Source: an optimization exercise on an open RTL-to-GDS flow (aim: small area, a short achievable clock period and few clock cycles per item). Production flows keep margins and buffers that such runs may drop.
In this exercise RTL edits were held to simulation tests only and were not proved equivalent to the original.
Power is estimated from default activity; no workload was simulated.

<file path="flow/constraint.sdc">
create_clock -name core_clock -period 10.5 [get_ports {clock}]
set_input_delay 2.1000 -clock core_clock [delete_from_list [all_inputs] [get_ports {clock}]]
set_output_delay 2.1000 -clock core_clock [all_outputs]
set_load 0.01 [all_outputs]
</file>
<file path="flow/design.v">
module rnsd_addsub (
   input  logic [35:0] x,
   input  logic [35:0] y,
   input  logic        sub,
   input  logic [3:0]  k,     
   input  logic [3:0]  rm,    
   output logic [35:0] z,
   output logic        co     
);
   logic [35:0] yb, yo;
   logic [36:0] s;
   logic [8:0]  c;
   always_comb begin
      for (int i = 0; i < 9; i++) begin
         yb[4*i +: 4] = y[4*i +: 4] + k;
      end
   end
   assign yo = sub ? ~y : yb;
   assign s  = {1'b0, x} + {1'b0, yo} + {36'd0, sub};
   assign co = s[36];
   always_comb begin
      for (int i = 0; i < 8; i++) begin
         c[i] = s[4*i+4] ^ x[4*i+4] ^ yo[4*i+4];
      end
      c[8] = s[36];
      for (int i = 0; i < 9; i++) begin
         z[4*i +: 4] = s[4*i +: 4] + (c[i] ? 4'd0 : rm);
      end
   end
endmodule
module radix_n_signed_digit_alu_unit (
   input  logic        clock,
   input  logic        reset,
   input  logic        start,
   output logic        busy,
   input  logic [67:0] req_data,
   output logic        rsp_valid,
   output logic [67:0] rsp_data,
   input  logic        csr_we,
   input  logic [4:0]  csr_wdata
);
   localparam logic [1:0] ST_OK           = 2'd0;
   localparam logic [1:0] ST_OVERFLOW     = 2'd1;
   localparam logic [1:0] ST_ZERO_BY_ZERO = 2'd2;
   localparam logic [1:0] ST_DIV_BY_ZERO  = 2'd3;
   localparam logic [2:0] S_IDLE = 3'd0;
   localparam logic [2:0] S_AS   = 3'd1;    
   localparam logic [2:0] S_SET  = 3'd2;    
   localparam logic [2:0] S_DIG  = 3'd3;    
   localparam logic [2:0] S_FIX1 = 3'd4;    
   localparam logic [2:0] S_FIX2 = 3'd5;    
   logic [4:0] radix_ff;
   logic [3:0] rmax_ff;    
   logic [3:0] k_ff;       
   logic [1:0] tb_ff;      
   logic [4:0] csr_r;
   assign csr_r = (csr_wdata < 5'd2) ? 5'd2 : (csr_wdata > 5'd16) ? 5'd16 : csr_wdata;
   always_ff @(posedge clock) begin
      if (reset) begin
         radix_ff <= 5'd10;
         rmax_ff  <= 4'd9;
         k_ff     <= 4'd6;
         tb_ff    <= 2'd3;
      end else if (csr_we) begin
         radix_ff <= csr_r;
         rmax_ff  <= 4'(csr_r - 5'd1);
         k_ff     <= 4'(5'd16 - csr_r);
         tb_ff    <= (csr_r > 5'd8) ? 2'd3 : (csr_r > 5'd4) ? 2'd2 : (csr_r > 5'd2) ? 2'd1 : 2'd0;
      end
   end
   logic [2:0]  st_ff;
   logic [1:0]  act_ff;
   logic        na_ff, nb_ff, anz_ff, bnz_ff, ge_ff, eq_ff;
   logic [31:0] a_ff, b_ff;
   logic [35:0] w_ff, m2_ff, m4_ff, m8_ff;
   logic        ov4_ff, ov8_ff, ovf_ff;
   logic [3:0]  cnt_ff;
   logic [1:0]  sp_ff;      
   logic        first_ff;   
   logic        fc_ff;      
   logic [1:0]  kb_ff;      
   logic [3:0]  qd_ff;      
   logic        rsp_valid_ff, rsp_div_ff, neg_ff;
   logic [1:0]  status_ff;
   assign busy = !((st_ff == S_IDLE) || (st_ff == S_AS));
   logic acc;
   assign acc = start && !busy;
   logic [31:0] a_in, b_in;
   always_comb begin
      for (int i = 0; i < 8; i++) begin
         a_in[4*i +: 4] = (req_data[33+4*i +: 4] > rmax_ff) ? rmax_ff : req_data[33+4*i +: 4];
         b_in[4*i +: 4] = (req_data[4*i +: 4] > rmax_ff) ? rmax_ff : req_data[4*i +: 4];
      end
   end
   logic is_div, is_mul;
   assign is_div = act_ff[0];    
   assign is_mul = !act_ff[0];
   logic [3:0]  at;
   logic [35:0] w9;
   assign at = a_ff[31:28];
   assign w9 = {w_ff[31:0], is_div ? at : 4'd0};
   logic eff_sub, sbn;
   assign sbn     = nb_ff ^ act_ff[0];
   assign eff_sub = na_ff ^ sbn;
   logic [3:0] mbits;
   logic [1:0] mk;
   logic [3:0] mrest;
   assign mbits = fc_ff ? at : qd_ff;
   always_comb begin
      mk = 2'd0;
      if (mbits[3]) mk = 2'd3;
      else if (mbits[2]) mk = 2'd2;
      else if (mbits[1]) mk = 2'd1;
      mrest = mbits;
      mrest[mk] = 1'b0;
   end
   logic [1:0] kk;
   assign kk = is_div ? (fc_ff ? tb_ff : kb_ff) : mk;
   logic [35:0] mult;
   logic        mult_ov;
   always_comb begin
      case (kk)
         2'd3:    begin mult = m8_ff;          mult_ov = ov8_ff; end
         2'd2:    begin mult = m4_ff;          mult_ov = ov4_ff; end
         2'd1:    begin mult = m2_ff;          mult_ov = 1'b0;   end
         default: begin mult = {4'd0, b_ff};   mult_ov = 1'b0;   end
      endcase
   end
   logic [35:0] xd, x, y, z;
   logic        s, co;
   assign xd = fc_ff ? w9 : w_ff;
   always_comb begin
      x = xd;
      y = mult;
      s = is_div;
      case (st_ff)
         S_AS: begin
            x = ge_ff ? {4'd0, a_ff} : {4'd0, b_ff};
            y = ge_ff ? {4'd0, b_ff} : {4'd0, a_ff};
            s = eff_sub;
         end
         S_SET: begin
            case (sp_ff)
               2'd0:    begin x = {4'd0, b_ff}; y = {4'd0, b_ff}; end
               2'd1:    begin x = m2_ff; y = m2_ff; end
               default: begin x = m4_ff; y = m4_ff; end
            endcase
            s = 1'b0;
         end
         S_FIX1: begin
            x = {4'd0, a_ff};
            y = 36'd1;
            s = 1'b0;
         end
         S_FIX2: begin
            x = {4'd0, b_ff};
            y = w_ff;
            s = 1'b1;
         end
         default: ;
      endcase
   end
   rnsd_addsub u_add (.x(x), .y(y), .sub(s), .k(k_ff), .rm(radix_ff[3:0]), .z(z), .co(co));
   logic        take;
   logic [35:0] wn;
   logic        ovf_step;
   assign take     = is_div ? (co && !mult_ov) : (mbits != 4'd0);
   assign wn       = take ? z : xd;
   assign ovf_step = (take && (co || mult_ov)) || (wn[35:32] != 4'd0);
   logic [35:0] w9c;
   logic        lt_b;
   assign w9c  = first_ff ? {32'd0, at} : w9;
   assign lt_b = (w9c < {4'd0, b_ff});
   function automatic logic [3:0] lead_zeros(logic [31:0] v);
      logic [3:0] n;
      n = 4'd8;
      for (int i = 0; i < 8; i++) begin
         if (v[4*i +: 4] != 4'd0) n = 4'(7 - i);
      end
      lead_zeros = n;
   endfunction
   logic [4:0] lz_sum;
   assign lz_sum = {1'b0, lead_zeros(a_ff)} + {1'b0, lead_zeros(b_ff)};
   logic w_zero, top2_zero, top1_zero;
   assign w_zero    = first_ff || (w_ff == 36'd0);
   assign top2_zero = (a_ff[31:24] == 8'd0);
   assign top1_zero = (a_ff[31:28] == 4'd0);
   logic [3:0] qd_now;
   always_comb begin
      qd_now = fc_ff ? 4'd0 : qd_ff;
      qd_now[kk] = take;
   end
   logic done_mul;    
   logic        pre_shift2, pre_shift1;
   assign pre_shift2 = w_zero && top2_zero && (cnt_ff >= 4'd2);
   assign pre_shift1 = (w_zero && top1_zero) || (is_div && lt_b);
   always_ff @(posedge clock) begin
      if (reset) begin
         st_ff        <= S_IDLE;
         rsp_valid_ff <= 1'b0;
      end else begin
         rsp_valid_ff <= 1'b0;
         case (st_ff)
            S_AS: begin
               w_ff <= z;
               if (!eff_sub)
      begin 
         rsp_valid_ff <= 1'b1; 
         rsp_div_ff   <= (1'b0); 
         status_ff    <= ((z[35:32] != 4'd0) ? ST_OVERFLOW : ST_OK); 
         neg_ff       <= (na_ff); 
         st_ff        <= S_IDLE; 
      end
               else if (ge_ff)
      begin 
         rsp_valid_ff <= 1'b1; 
         rsp_div_ff   <= (1'b0); 
         status_ff    <= (ST_OK); 
         neg_ff       <= (na_ff && !eq_ff); 
         st_ff        <= S_IDLE; 
      end
               else
      begin 
         rsp_valid_ff <= 1'b1; 
         rsp_div_ff   <= (1'b0); 
         status_ff    <= (ST_OK); 
         neg_ff       <= (sbn); 
         st_ff        <= S_IDLE; 
      end
            end
            S_SET: begin
               case (sp_ff)
                  2'd0: m2_ff <= z;
                  2'd1: begin m4_ff <= z; ov4_ff <= co; end
                  default: begin m8_ff <= z; ov8_ff <= co || ov4_ff; end
               endcase
               sp_ff    <= sp_ff + 2'd1;
               first_ff <= 1'b0;
               if (first_ff) begin
                  ovf_ff <= 1'b0;
                  ov4_ff <= 1'b1;
                  ov8_ff <= 1'b1;
                  w_ff   <= '0;
                  cnt_ff <= 4'd8;
               end
               if (first_ff && (!anz_ff || !bnz_ff || (is_mul && (lz_sum <= 5'd6)))) begin
                  if (is_div && !bnz_ff)
      begin 
         rsp_valid_ff <= 1'b1; 
         rsp_div_ff   <= (1'b1); 
         status_ff    <= (anz_ff ? ST_DIV_BY_ZERO : ST_ZERO_BY_ZERO); 
         neg_ff       <= (1'b0); 
         st_ff        <= S_IDLE; 
      end
                  else if (is_mul && anz_ff && bnz_ff)
      begin 
         rsp_valid_ff <= 1'b1; 
         rsp_div_ff   <= (1'b0); 
         status_ff    <= (ST_OVERFLOW); 
         neg_ff       <= (1'b0); 
         st_ff        <= S_IDLE; 
      end
                  else
      begin 
         rsp_valid_ff <= 1'b1; 
         rsp_div_ff   <= (is_div); 
         status_ff    <= (ST_OK); 
         neg_ff       <= (1'b0); 
         st_ff        <= S_IDLE; 
      end
               end else begin
                  if (pre_shift2) begin
                     a_ff   <= {a_ff[23:0], 8'd0};
                     cnt_ff <= (first_ff ? 4'd8 : cnt_ff) - 4'd2;
                  end else if (pre_shift1) begin
                     a_ff   <= {a_ff[27:0], 4'd0};
                     w_ff   <= w9c;
                     cnt_ff <= (first_ff ? 4'd8 : cnt_ff) - 4'd1;
                  end
                  if (sp_ff + 2'd1 >= tb_ff) begin
                     st_ff <= S_DIG;
                     fc_ff <= 1'b1;
                  end
               end
            end
            S_DIG: begin
               if (ovf_ff) begin
      begin 
         rsp_valid_ff <= 1'b1; 
         rsp_div_ff   <= (1'b0); 
         status_ff    <= (ST_OVERFLOW); 
         neg_ff       <= (1'b0); 
         st_ff        <= S_IDLE; 
      end
               end else if (fc_ff && w_zero && top2_zero && (cnt_ff >= 4'd2)) begin
                  a_ff   <= {a_ff[23:0], 8'd0};
                  cnt_ff <= cnt_ff - 4'd2;
                  if (cnt_ff == 4'd2) begin
                     if (is_div && na_ff) st_ff <= S_FIX1;    
                     else 
      begin 
         rsp_valid_ff <= 1'b1; 
         rsp_div_ff   <= (is_div); 
         status_ff    <= (ST_OK); 
         neg_ff       <= (na_ff ^ nb_ff); 
         st_ff        <= S_IDLE; 
      end
                  end
               end else begin
                  logic ddone;
                  logic [3:0] qfin;
                  if (is_div) begin
                     if (fc_ff && lt_b) begin
                        ddone = 1'b1;
                        qfin  = 4'd0;
                        w_ff  <= w9;
                     end else begin
                        ddone = (kk == 2'd0);
                        qfin  = qd_now;
                        w_ff  <= wn;
                        qd_ff <= qd_now;
                        kb_ff <= kk - 2'd1;
                     end
                  end else begin
                     ddone  = (mrest == 4'd0);
                     qfin   = 4'd0;
                     w_ff   <= wn;
                     qd_ff  <= mrest;
                     ovf_ff <= ovf_step;
                  end
                  fc_ff <= ddone;
                  if (ddone) begin
                     a_ff   <= {a_ff[27:0], qfin};
                     cnt_ff <= cnt_ff - 4'd1;
                     if (cnt_ff == 4'd1) begin
                        if (is_div && na_ff) st_ff <= S_FIX1;
                        else 
      begin 
         rsp_valid_ff <= 1'b1; 
         rsp_div_ff   <= (is_div); 
         status_ff    <= ((is_mul && ovf_step) ? ST_OVERFLOW : ST_OK); 
         neg_ff       <= (na_ff ^ nb_ff); 
         st_ff        <= S_IDLE; 
      end
                     end
                  end
               end
            end
            S_FIX1: begin
               if (w_zero) begin
      begin 
         rsp_valid_ff <= 1'b1; 
         rsp_div_ff   <= (1'b1); 
         status_ff    <= (ST_OK); 
         neg_ff       <= (na_ff ^ nb_ff); 
         st_ff        <= S_IDLE; 
      end
               end else begin
                  a_ff  <= z[31:0];
                  st_ff <= S_FIX2;
               end
            end
            S_FIX2: begin
               w_ff <= z;
      begin 
         rsp_valid_ff <= 1'b1; 
         rsp_div_ff   <= (1'b1); 
         status_ff    <= (ST_OK); 
         neg_ff       <= (na_ff ^ nb_ff); 
         st_ff        <= S_IDLE; 
      end
            end
            default: begin
               st_ff <= S_IDLE;
            end
         endcase
         if (acc) begin
            act_ff   <= req_data[67:66];
            a_ff     <= a_in;
            b_ff     <= b_in;
            ge_ff    <= (a_in >= b_in);
            eq_ff    <= (a_in == b_in);
            anz_ff   <= (req_data[64:33] != 32'd0);
            bnz_ff   <= (req_data[31:0] != 32'd0);
            na_ff    <= req_data[65] && (req_data[64:33] != 32'd0);
            nb_ff    <= req_data[32] && (req_data[31:0] != 32'd0);
            st_ff    <= req_data[67] ? S_SET : S_AS;
            sp_ff    <= 2'd0;
            first_ff <= 1'b1;
         end
      end
   end
   logic st_ok;
   assign st_ok     = (status_ff == ST_OK);
   assign rsp_valid = rsp_valid_ff;
   assign rsp_data  = {neg_ff && st_ok && (!rsp_div_ff || (a_ff != 32'd0)),
                       st_ok ? (rsp_div_ff ? a_ff : w_ff[31:0]) : 32'd0,
                       1'b0,
                       (st_ok && rsp_div_ff) ? w_ff[31:0] : 32'd0,
                       status_ff};
endmodule
</file>
<file path="flow/run.sh">
#!/bin/bash
# synth_recipe.tcl (not shown) runs the flow's synth.tcl, then flattens the netlist and writes it again
# the make line also repeats each setting of config.mk as NAME=value (left out here)
make -C /OpenROAD-flow-scripts/flow DESIGN_CONFIG=/design/flow/config.mk WORK_HOME=/design/flow/orfs CLKGATE_MAP_FILE= SYNTH_SCRIPT=/design/flow/synth_recipe.tcl finish
</file>
<file path="flow/config.mk">
export PLATFORM = sky130hd
export DESIGN_NAME = radix_n_signed_digit_alu_unit
export DESIGN_NICKNAME = radix_n_signed_digit_alu_unit
export VERILOG_FILES = /design/flow/design.v
export SDC_FILE = /design/flow/constraint.sdc
export NUM_CORES = 4
export LEC_CHECK = 0
export CAP_MARGIN = 20
export CORE_MARGIN = 2
export CORE_UTILIZATION = 40
export SLEW_MARGIN = 20
</file>
==> impl_metrics.env, run 1 <==
export IMPL_outcome="complete, no violations"
export IMPL_crit_path_start_kind="register"
export IMPL_finalSetupTns_ns=0
export IMPL_synth_flop_cell="edfxtp_1"
export IMPL_cp_top_family="compound AO/OA/AOI/OAI gates"
export IMPL_whs_ns=0.472
export IMPL_crit_arrival_ns=10.10
export IMPL_io_buffers=145
export IMPL_ys_seq_elements=253
export IMPL_die_area_sq_um=65300
export IMPL_gp_congestion=1.03
export IMPL_area_growth_pct=13.9
export IMPL_drc=0
export IMPL_root_buffer="clkbuf_16"
export IMPL_critPathMostFrequentCell="xnor2_1"
export IMPL_worstMarginPinSlew_ns=1.24
export IMPL_synthCells=2891
export IMPL_clk_latency_ns=0.62
export IMPL_drive_gt1_share_pct=7.86
export IMPL_fin_nets=3283
export IMPL_vdd_ir_drop_max_uv=172
export IMPL_grt_overflow=0
export IMPL_max_freq_mhz=104
export IMPL_dpl_cell_count=3756
export IMPL_reg2reg_from="fc_ff"
export IMPL_ys_seq_area_share_pct=29.3
export IMPL_ios=147
export IMPL_syn_avg_cell_area_sq_um=8.76
export IMPL_synth_edf_count=236
export IMPL_die_width_um=256
export IMPL_start_util_pct=40.3
export IMPL_critPathRequiredTime_ns=10.94
export IMPL_final_period_utilization_pct=92.0
export IMPL_drtAntennaViolNets=0
export IMPL_drt_pass1_iter_count=7
export IMPL_instances_no_fill=3813
export IMPL_grt_max_degree=66
export IMPL_slew_headroom_pct=17.2
export IMPL_ys_types=95
export IMPL_grt_pass1_wl_mm=166
export IMPL_fin_worst_skew_ns=0.0406
export IMPL_post_cts_buffers=0
export IMPL_power_density_nw_per_um2=250
export IMPL_clockBufferDepth=3
export IMPL_clock_sink_count=253
export IMPL_cts_tree="done"
export IMPL_cpPeakStageDelay_ns=0.69
export IMPL_yosysWarnings=2
export IMPL_viasPerCell=6.65
export IMPL_min_path_type="register to register"
export IMPL_postCtsHoldBufs=0
export IMPL_min_period_ns=9.66
export IMPL_numCtsBuffers=30
export IMPL_min_from="rmax_ff[1]"
export IMPL_setup_viol_count_final=0
export IMPL_drt_total_wl_mm=115
export IMPL_synth_net_count=3232
export IMPL_clk_pin_slew_ns=0.07
export IMPL_crit_type="register to register"
export IMPL_worst_path_buf_inv=3
export IMPL_core_area_sq_um=62900
export IMPL_cap_violations=0
export IMPL_finalHoldViolCount=0
export IMPL_htreeDepth=1
export IMPL_rows=92
export IMPL_synthesis_area_sq_um=25300
export IMPL_dp_hpwl_mm=86.1
export IMPL_async_flop_share_pct=0
export IMPL_rsz0062_at_grt="false"
export IMPL_path_max_fanout=25
export IMPL_cts_resized=0
export IMPL_drtIter0Drc=3557
export IMPL_via_count=25400
export IMPL_cp_startpoint="fc_ff"
export IMPL_die_h_um=256
export IMPL_setup_worst_path_end_class="register"
export IMPL_p_leak_nw=11.8
export IMPL_track_usage_pct=33.7
export IMPL_grt_pass1_vias=24500
export IMPL_cpMaxStageDelayCell="ha_1"
export IMPL_drv_slew=0
export IMPL_grt_antenna_before_repair=1
export IMPL_wl_per_cell_um=30.0
## report_power, final
part / leakage (nW) / internal [W] / switching, W
Sequential: 2.30 / 0.00154 / 0.000141
Combinational: 8.90 / 0.00136 / 0.00289
Clock: 0.559 / 0.000781 / 0.000489
## flip-flops by register name (all words and copies together), names as in the netlist, 4 cells and up
register and count:
qd_ff 4, m2_ff 36, m8_ff 36, a_ff 32, w_ff 36, m4_ff 36, cnt_ff 4, radix_ff 4
rmax_ff 4, b_ff 32
## placed cells by master (no fill, tap or decap), drive strengths merged, types with 21 or more instances in the layout
| cell | synthesis | layout |
|---|---|---|
| nand2 | 230 | 230 |
| and3 | 52 | 52 |
| ha | 243 | 243 |
| a22oi | 105 | 105 |
| mux2i | 140 | 140 |
| nor4 | 41 | 41 |
| a21o | 43 | 43 |
| clkbuf | 135 | 35 |
| inv | 158 | 159 |
| mux2 | 39 | 39 |
| a221oi | 36 | 36 |
| xor2 | 35 | 35 |
| nand2b | 32 | 32 |
| o211ai | 33 | 33 |
| buf | 63 | 72 |
| nand4 | 27 | 27 |
| fa | 21 | 21 |
| a21oi | 249 | 249 |
| nand3 | 24 | 24 |
| o21ai | 168 | 168 |
| nor2 | 271 | 271 |
| nor2b | 59 | 59 |
| a222oi | 40 | 40 |
| o221ai | 24 | 24 |
| clkdlybuf4s50 | 0 | 145 |
| o21a | 22 | 22 |
| edfxtp | 236 | 236 |
| xnor2 | 64 | 64 |
| and2 | 45 | 45 |
| a211oi | 25 | 25 |
## final timing paths
kind                              endpoint  slack, ns  cells after the start
worst max-delay path              a_ff[27]       0.84                     34
worst min-delay path            rmax_ff[1]       0.47                      2
worst max register to register    a_ff[27]       0.84                     34
worst min register to register  rmax_ff[1]       0.47                      2
## synthesized netlist by cell type, types with 24 or more instances
master / n / area, sq um
nor2_1: 270 / 1010
a21oi_1: 249 / 1250
ha_1: 243 / 3040
edfxtp_1: 236 / 7090
nand2_1: 230 / 863
o21ai_0: 160 / 801
inv_1: 155 / 582
mux2i_1: 140 / 1400
clkbuf_1: 129 / 484
a22oi_1: 104 / 781
xnor2_1: 62 / 543
nor2b_1: 58 / 363
and3_1: 52 / 325
and2_1: 45 / 282
a21o_1: 43 / 323
a222oi_1: 40 / 400
nor4_1: 40 / 250
mux2_2: 38 / 428
a221oi_1: 36 / 315
xor2_1: 35 / 307
buf_1: 34 / 128
o211ai_1: 33 / 248
nand2b_1: 32 / 200
nand4_1: 26 / 163
nand3_1: 24 / 120
## routing by layer
| metal | up-vias | part of all wire (%) | GRT usage (%) |
|---|---|---|---|
| li1 | 10900 | - | - |
| met1 | 12200 | 39 | 44.8 |
| met2 | 1839 | 42 | 50.2 |
| met3 | 355 | 13 | 9.70 |
| met4 | 2 | 5.6 | 16.2 |
| met5 | - | 0.010 | 0 |
## final cells by class
type                    instances  area, sq um
repair buffers                217         1990
well taps                     846         1060
clock buffers                  35          779
multi-input cells            2280        16600
fillers                      6092        34000
inverters                     160          601
flip-flops and latches        253         7430
diodes                          1         2.50
clock inverters                21          395
## metrics by stage
stage | area [sq um] | utilization (%) | setup WS [ns] | total power [W]
final | 28800 | 45.9 | 0.839 | 0.00720
after global routing | 28800 | 45.9 | 0.420 | 0.00747
after CTS | 28800 | 45.9 | 1.14 | 0.00701
after detailed placement | 27700 | 44.0 | 1.18 | 0.00573
after global placement | 27700 | 44.0 | 1.49 | 0.00564
after floorplan | 25300 | - | 2.58 | 0.00413
## kinds of logic after synthesis
| family | Yosys count | share of synthesized area [%] |
|---|---|---|
| AO/OA/AOI/OAI | 893 | 24.1 |
| AND/OR/NAND/NOR | 837 | 15.9 |
| buffers and inverters | 358 | 5.59 |
| adder cells (fa/ha/maj) | 264 | 13.7 |
| flip-flops | 253 | 29.3 |
| multiplexers | 180 | 7.37 |
| XOR/XNOR | 105 | 4.03 |
| other | 1 | 0.0148 |
## worst register-to-register path: cells and delay by family, from the launching register on
kind / cells / cell delay (ns)
buf+inv: 3 / 0.94
flops: 1 / 0.32
simple gates: 8 / 1.51
fa+ha+maj: 4 / 1.72
xor+xnor: 6 / 1.60
mux: 3 / 1.23
compound gates: 10 / 2.16
Testbench counts, summed over its fixed seeds: cycles 14,374, items 2,880.
==> run 2: changes to the inputs <==
--- a/flow/config.mk
+++ b/flow/config.mk
@@ -9,3 +9,5 @@
 export CORE_MARGIN = 2
 export CORE_UTILIZATION = 40
+export SETUP_SLACK_MARGIN = 5
 export SLEW_MARGIN = 20
+export TNS_END_PERCENT = 100
==> run 2 against run 1 <==
Still clean. Core utilization increased by 6.6 points. Total power rose by 44%. Register-to-register slack better by 2.2 ns. Largest cell class unchanged.
==> impl_metrics.env, run 2 <==
export IMPL_min_from="rmax_ff[1]"
export IMPL_outcome="complete, no violations"
export IMPL_clk_latency_ns=0.57
export IMPL_drtAntennaViolNets=0
export IMPL_die_area_sq_um=65300
export IMPL_min_path_type="register to register"
export IMPL_r2r_end="status_ff[0]"
export IMPL_drc=0
export IMPL_viasPerCell=6.64
export IMPL_ys_top_cells_by_count="nor2_1 (270), a21oi_1 (249), ha_1 (243), edfxtp_1 (236), nand2_1 (230)"
export IMPL_setup_worst_path_end_class="register"
export IMPL_root_buffer="clkbuf_16"
export IMPL_ff2ff_path_depth=34
export IMPL_yosysTopAreaCell="edfxtp_1"
export IMPL_r2r_setup_slack_ns=3.01
export IMPL_synth_top_area_share_pct=28.0
export IMPL_wl_per_cell_um=31.5
export IMPL_fin_worst_skew_ns=0.0266
export IMPL_critPathMostFrequentCell="a21oi_2"
export IMPL_drt_total_wl_mm=126
export IMPL_postCtsHoldBufs=0
export IMPL_hold_depth=2
export IMPL_cpMaxStageDelayCell="mux4_2"
export IMPL_area_growth_pct=30.2
export IMPL_rows=92
export IMPL_drive_gt1_share_pct=23.4
export IMPL_drt_pass1_iter_count=8
export IMPL_ys_seq_area_share_pct=29.3
export IMPL_power_density_nw_per_um2=315
export IMPL_rsz0062_at_grt="true"
export IMPL_dpl_cell_count=3754
export IMPL_vdd_ir_drop_max_uv=258
export IMPL_ios=147
export IMPL_worstMarginPinSlew_ns=1.15
export IMPL_synth_flop_cell="edfxtp_1"
export IMPL_finalSetupTns_ns=0
export IMPL_fillers=5722
export IMPL_gp_congestion=1.02
export IMPL_crit_type="register to register"
export IMPL_synth_most_common_cell="nor2_1"
export IMPL_via_count=26700
export IMPL_die_width_um=256
export IMPL_drtIter0Drc=4571
export IMPL_min_period_ns=7.49
export IMPL_syn_avg_cell_area_sq_um=8.76
export IMPL_drv_slew=0
export IMPL_critPathRequiredTime_ns=10.82
export IMPL_ys_seq_elements=253
export IMPL_cap_violations=0
export IMPL_htreeDepth=2
export IMPL_synthCells=2891
export IMPL_cts_tree="done"
export IMPL_p_leak_nw=13.3
export IMPL_clock_sink_count=253
export IMPL_start_util_pct=40.3
export IMPL_setup_viol_count_final=0
export IMPL_async_flop_share_pct=0
export IMPL_layout_commonest_cell="nor2_1"
export IMPL_instances_no_fill=4016
export IMPL_numCtsBuffers=34
export IMPL_mostFrequentLayoutCells="nor2_1 (257), edfxtp_1 (236), nand2_1 (221), ha_1 (202), a21oi_1 (195)"
export IMPL_slew_headroom_pct=23.0
export IMPL_synth_net_count=3232
export IMPL_synth_edf_count=236
export IMPL_max_freq_mhz=133
export IMPL_grt_max_degree=66
export IMPL_reg2reg_from="fc_ff"
export IMPL_crit_path_start_kind="register"
export IMPL_final_period_utilization_pct=71.4
export IMPL_fin_nets=3483
export IMPL_clockBufferDepth=3
export IMPL_grt_pass1_vias=25200
export IMPL_ys_types=95
export IMPL_path_max_fanout=8
export IMPL_ys_top_cells_by_area="edfxtp_1 (28%), ha_1 (12%), mux2i_1 (5.5%)"
export IMPL_grt_pass1_wl_mm=178
export IMPL_grt_overflow=0
export IMPL_track_usage_pct=36.8
export IMPL_clk_pin_slew_ns=0.06
export IMPL_finalHoldViolCount=0
export IMPL_synthesis_area_sq_um=25300
export IMPL_grt_antenna_before_repair=2
export IMPL_crit_arrival_ns=7.81
export IMPL_io_buffers=145
export IMPL_yosysWarnings=2
export IMPL_min_to="rmax_ff[1]"
export IMPL_die_h_um=256
export IMPL_core_area_sq_um=62900
export IMPL_cpPeakStageDelay_ns=0.57
export IMPL_dp_hpwl_mm=90.5
==> run 2: cell count changes in the layout (fill, tap and decap cells not counted), moves of 22 or more <==
cell	before	now
o21ai_1	6	34
a221oi_1	36	14
ha_4	0	27
ha_1	241	202
a21oi_1	247	195
xnor2_1	61	31
o21ai_0	160	111
buf_6	0	69
a21oi_2	2	44
buf_4	72	175
xnor2_2	3	25
==> run 2: area by class of cell <==
type	count	area [sq um]	area share, %
repair buffers	411	3990	12.1
flip-flops and latches	253	7430	22.5
inverters	160	623	1.89
clock buffers	40	937	2.84
clock inverters	20	163	0.493
multi-input cells	2282	18800	56.9
diodes	4	10.0	0.0303
well taps	846	1060	3.21
==> run 2: worst max-delay path, delay by kind of cell, from the launching register on <==
| family | cells | cell delay [ns] |
|---|---|---|
| compound gates | 14 | 2.56 |
| mux | 3 | 1.00 |
| buf+inv | 2 | 0.34 |
| flops | 1 | 0.50 |
| simple gates | 5 | 0.58 |
| xor+xnor | 6 | 1.18 |
| fa+ha+maj | 4 | 1.04 |
==> run 2: worst max-delay path by stage <==
stage | to | start
final | status_ff[0] | fc_ff
after global routing | w_ff[27] | fc_ff
after CTS | status_ff[0] | fc_ff
after detailed placement | w_ff[27] | fc_ff
after global placement | status_ff[0] | fc_ff
after floorplan | status_ff[0] | fc_ff
==> run 2: kinds of logic (layout without fill, tap and decap cells) <==
family / Yosys count / after routing / share of synthesized area, %
AOI/OAI and AO/OA: 893 / 893 / 24.1
and+or+nand+nor: 837 / 839 / 15.9
buffers and inverters: 358 / 631 / 5.59
adders and majority gates: 264 / 264 / 13.7
DFF: 253 / 253 / 29.3
muxes: 180 / 180 / 7.37
xor gates and xnor gates: 105 / 105 / 4.03
other: 1 / 5 / 0.0148
==> run 2: report_power, final <==
group	switching [W]	total (W)	internal (W)
sequential	0.000134	0.00167	0.00154
combinational	0.00412	0.00751	0.00339
clock	0.000505	0.00119	0.000688
total	0.00476	0.0104	0.00562
==> run 2: timing repair <==
| action | CTS | global route |
|---|---|---|
| pin swaps | 135 | 110 |
| resized for setup | 254 | 132 |
| buffers inserted | 129 | 62 |
| gates cloned | 4 | 2 |
| setup endpoints to repair | 186 | 185 |
==> run 2: per-stage QoR <==
stage,power (W),hold slack (ns),cell area (sq um),worst slack (ns),util (%)
after global placement,0.00621,0.453,28400,1.86,45.1
after detailed placement,0.00630,0.467,28400,1.66,45.1
final,0.0104,0.476,33000,3.01,52.5
after CTS,0.00910,0.476,31900,3.22,50.7
after floorplan,0.00459,0.445,26200,3.54,-
after global routing,0.0106,0.500,33000,2.73,52.5
==> run 2: metal layers <==
metal / GRT usage (%) / up-vias / routed length (um)
met5: 0 / - / 0
met3: 11.0 / 373 / 17500
met4: 17.9 / 0 / 7270
met2: 52.3 / 2079 / 51400
li1: - / 11400 / -
met1: 50.7 / 12900 / 50300

## re-timing with driven ports
In the flow no input, the clock included, has a driving cell. The finished layouts below were timed again as built, in two steps.
Step 1, drivers: a clkbuf_16 drives clock and a buf_2 each remaining input, both assumed.
Step 2 also shifts input and output timing later by t, the mid clock arrival at the registers, as if the neighbouring blocks saw the same clock.
Slacks: ideal ports / drivers / drivers and shift; pairs: ideal ports / drivers.
run	t (ns)	setup slack, ns	worst setup path after step 2
run 1	0.667	0.839 / 0.839 / 0.839	register to register
run 2	0.617	3.008 / 3.008 / 3.008	register to register
After both steps every run listed still meets setup and hold.
